This is an optimization exercise on Yosys and OpenROAD, whose aim is small area and few clock cycles per item, not a production implementation.
The RTL was checked by simulation tests, not by an equivalence proof against the original design.
No activity file was given, so power comes from the tool's default toggle rates.

run 1:
## length_prefixed_request_deframer_top
module length_prefixed_request_deframer_top (
  input  logic                           clk_i,
  input  logic                           rst_ni,
  input  logic                           s_axis_tvalid,
  output logic                           s_axis_tready,
  input  logic [lprd_pkg::ByteW-1:0]     s_axis_tdata,    
  output logic                           m_axis_tvalid,
  input  logic                           m_axis_tready,
  output logic [lprd_pkg::OutTdataW-1:0] m_axis_tdata,
  output logic                           m_axis_tlast,    
  output logic                           m_axis_tuser,    
  input  logic                           cfg_we_i,
  input  logic [lprd_pkg::CfgIdxW-1:0]   cfg_index_i,
  input  logic [lprd_pkg::WordW-1:0]     cfg_wdata_i
);
For scale: ~210 flip-flops, about 11000 µm² of cells after synthesis.
Settings: LEC_CHECK=0, CAP_MARGIN=20, CORE_MARGIN=2, CORE_UTILIZATION=60, SLEW_MARGIN=20; clock period 7.0 ns.
standard.sh (not shown) runs the stock make flow with config.mk's settings and CLKGATE_MAP_FILE= SYNTH_SCRIPT=/design/flow/synth_recipe.tcl, a recipe that flattens the netlist after the stock synthesis.
==> flow/flow/run.sh <==
#!/bin/bash
# The standard layout (standard.sh: the standard flow's synthesis and ORFS steps), with
#  - ABC mapping the logic with an area-oriented script (flow/mysynth.tcl wraps
#    synth_recipe.tcl; the registers are the standard flow's),
#  - smaller port buffers,
#  - a clock tree of fewer, smaller buffers and no dummy loads.
# Each tool's output goes to the ORFS logs under orfs/logs; make's goes to
# standard.log here.
set -euo pipefail
here=$(pwd)
sed "s#${here}/synth_recipe.tcl#${here}/flow/mysynth.tcl#g" standard.sh > flow_standard.sh
grep -q "flow/mysynth.tcl" flow_standard.sh
export BUFFER_PORTS_ARGS="-buffer_cell sky130_fd_sc_hd__buf_1"
export CTS_ARGS="-sink_clustering_enable -repair_clock_nets -dont_use_dummy_load -buf_list {sky130_fd_sc_hd__clkbuf_8} -sink_clustering_size 16 -sink_clustering_max_diameter 50"
bash flow_standard.sh > standard.log 2>&1
==> flow/flow/area.abc <==
strash
&get -n
&st
&synch2
&dch -f
&nf -a -R 1000
&put
topo
dnsize -c
==> flow/flow/mysynth.tcl <==
# The standard flow's synthesis script (synth_recipe.tcl in the work folder), with ABC's
# technology mapping run on an area-oriented script (area.abc beside this file)
# in place of ORFS's speed script. Everything else, registers included, is as
# synth_recipe.tcl makes it.
set my_abc_script [file join [file dirname [file normalize [info script]]] area.abc]
proc abc {args} {
  set i [lsearch -exact $args -script]
  if { $i >= 0 } {
    set args [lreplace $args $i [expr {$i + 1}] -script $::my_abc_script]
  }
  yosys abc {*}$args
}
source [file join [file dirname [file dirname [file normalize [info script]]]] synth_recipe.tcl]
Testbench counts of run 1, summed over its fixed seeds: cycles 28,313, items 28,305.
Input changes introduced in run 2 (baseline for comparison: run 1):
# run 1
export LEC_CHECK = 0
export CAP_MARGIN = 20
export CORE_MARGIN = 2
export CORE_UTILIZATION = 60
export SLEW_MARGIN = 20
create_clock -name core_clock -period 7.0 [get_ports {clk_i}]
# run 2
export LEC_CHECK = 0
export CAP_MARGIN = 20
export CORE_MARGIN = 2
export CORE_UTILIZATION = 40
export SLEW_MARGIN = 20
create_clock -name core_clock -period 7.0 [get_ports {clk_i}]
--- outcome ---
- No stage failed in run 2, and the final checks on the layout all came back clean.
- Reported for run 2 and run 1, max-cap check violation count turned out identical to the last digit.
- Comparing the two runs side by side, run 2 comes out behind run 1 on half-perimeter wire length of the detailed placement result.
- Run 2 ended with more first-pass GRT wire length than run 1.
- Across both runs, share of the final layout cell area in sequential cells was lower for run 2 than for run 1.
- The lower met1 wire length of run 2 and run 1 is in run 1.
- Looking at run 2 and run 1, the proportion of total power due to net switching is a wash.
- Worst setup slack: run 2 and run 1 compared, higher one is run 2
- Floorplan die height (run 2 over run 1): increase, 30 µm
- Compared with run 1, run 2 shows a lower logic gate share of total power.
- For synthesized instance count, run 2 and run 1 come out practically identical.
- Higher area added between synthesis and finish goes to run 2 over run 1.
Input-level comparison between run 3 and run 2:
# run 2
export LEC_CHECK = 0
export CAP_MARGIN = 20
export CORE_MARGIN = 2
export CORE_UTILIZATION = 40
export SLEW_MARGIN = 20
create_clock -name core_clock -period 7.0 [get_ports {clk_i}]
# run 3
export LEC_CHECK = 0
export CAP_MARGIN = 20
export CORE_MARGIN = 2
export CORE_UTILIZATION = 40
export SLEW_MARGIN = 20
export SYNTH_HIERARCHICAL = 1
export SYNTH_MINIMUM_KEEP_SIZE = 0
create_clock -name core_clock -period 7.0 [get_ports {clk_i}]
==> comparison <==
Taking run 2 as the reference, in run 3 register-to-register slack shows an increase of 0.17 ns; smallest setup slack after layout now larger.
For the sequential share of cell area, run 3 came in 0.99 points higher than run 2 did.
The fraction of power consumed by combinational cells of run 3 falls short of that of run 2 by 16 points.
Taking run 2 as the reference, in run 3 cell internal power dissipation decreased about 17%; final critical-path required period moved down.
Comparing run 2 and run 3, area occupied by multi-input gates is lower on run 3.
Looking at slowest library cell on the worst path, the or3_4 result is from run 2; the edfxtp_1 one comes from run 3.
Compared with run 2, run 3 ends up with a smaller final cell area.
Summary of run 3 over run 2: final non-filler cell total saw a decrease; clock slew at the register clock pins of the worst setup and hold paths saw an increase.

-- afterwards: timing with drivers on the ports --
No port has a modelled driver above. Below, the same layouts with a new extraction and two added sets of constraints.
Step 1 sets driving cells, clkbuf_16 on the clock port and buf_2 on the other inputs (assumed; they add their load-dependent delay and slew).
Step 2 also shifts input and output timing later by t, the mid clock arrival at the registers, as if the neighbouring blocks saw the same clock.
a / b / c = ideal ports / drivers / drivers and shift; a / b = the first two.
run | shift t [ns] | slack for setup (ns) | worst setup path after step 2 | worst data-port slew with drivers (ns)
run 1 | 0.576 | 0.132 / 0.140 / -0.436 | input to register | 0.04
run 2 | 0.587 | 0.217 / 0.219 / -0.364 | input to register | 0.04
run 3 | 0.589 | 0.387 / 0.387 / -0.023 | input to register | 0.04
With both steps, setup timing fails in every run listed, where it was met with ideal ports. For run 2, which loses most, drivers alone change the setup slack by +0.002 ns; drivers and shift together by -0.581 ns.
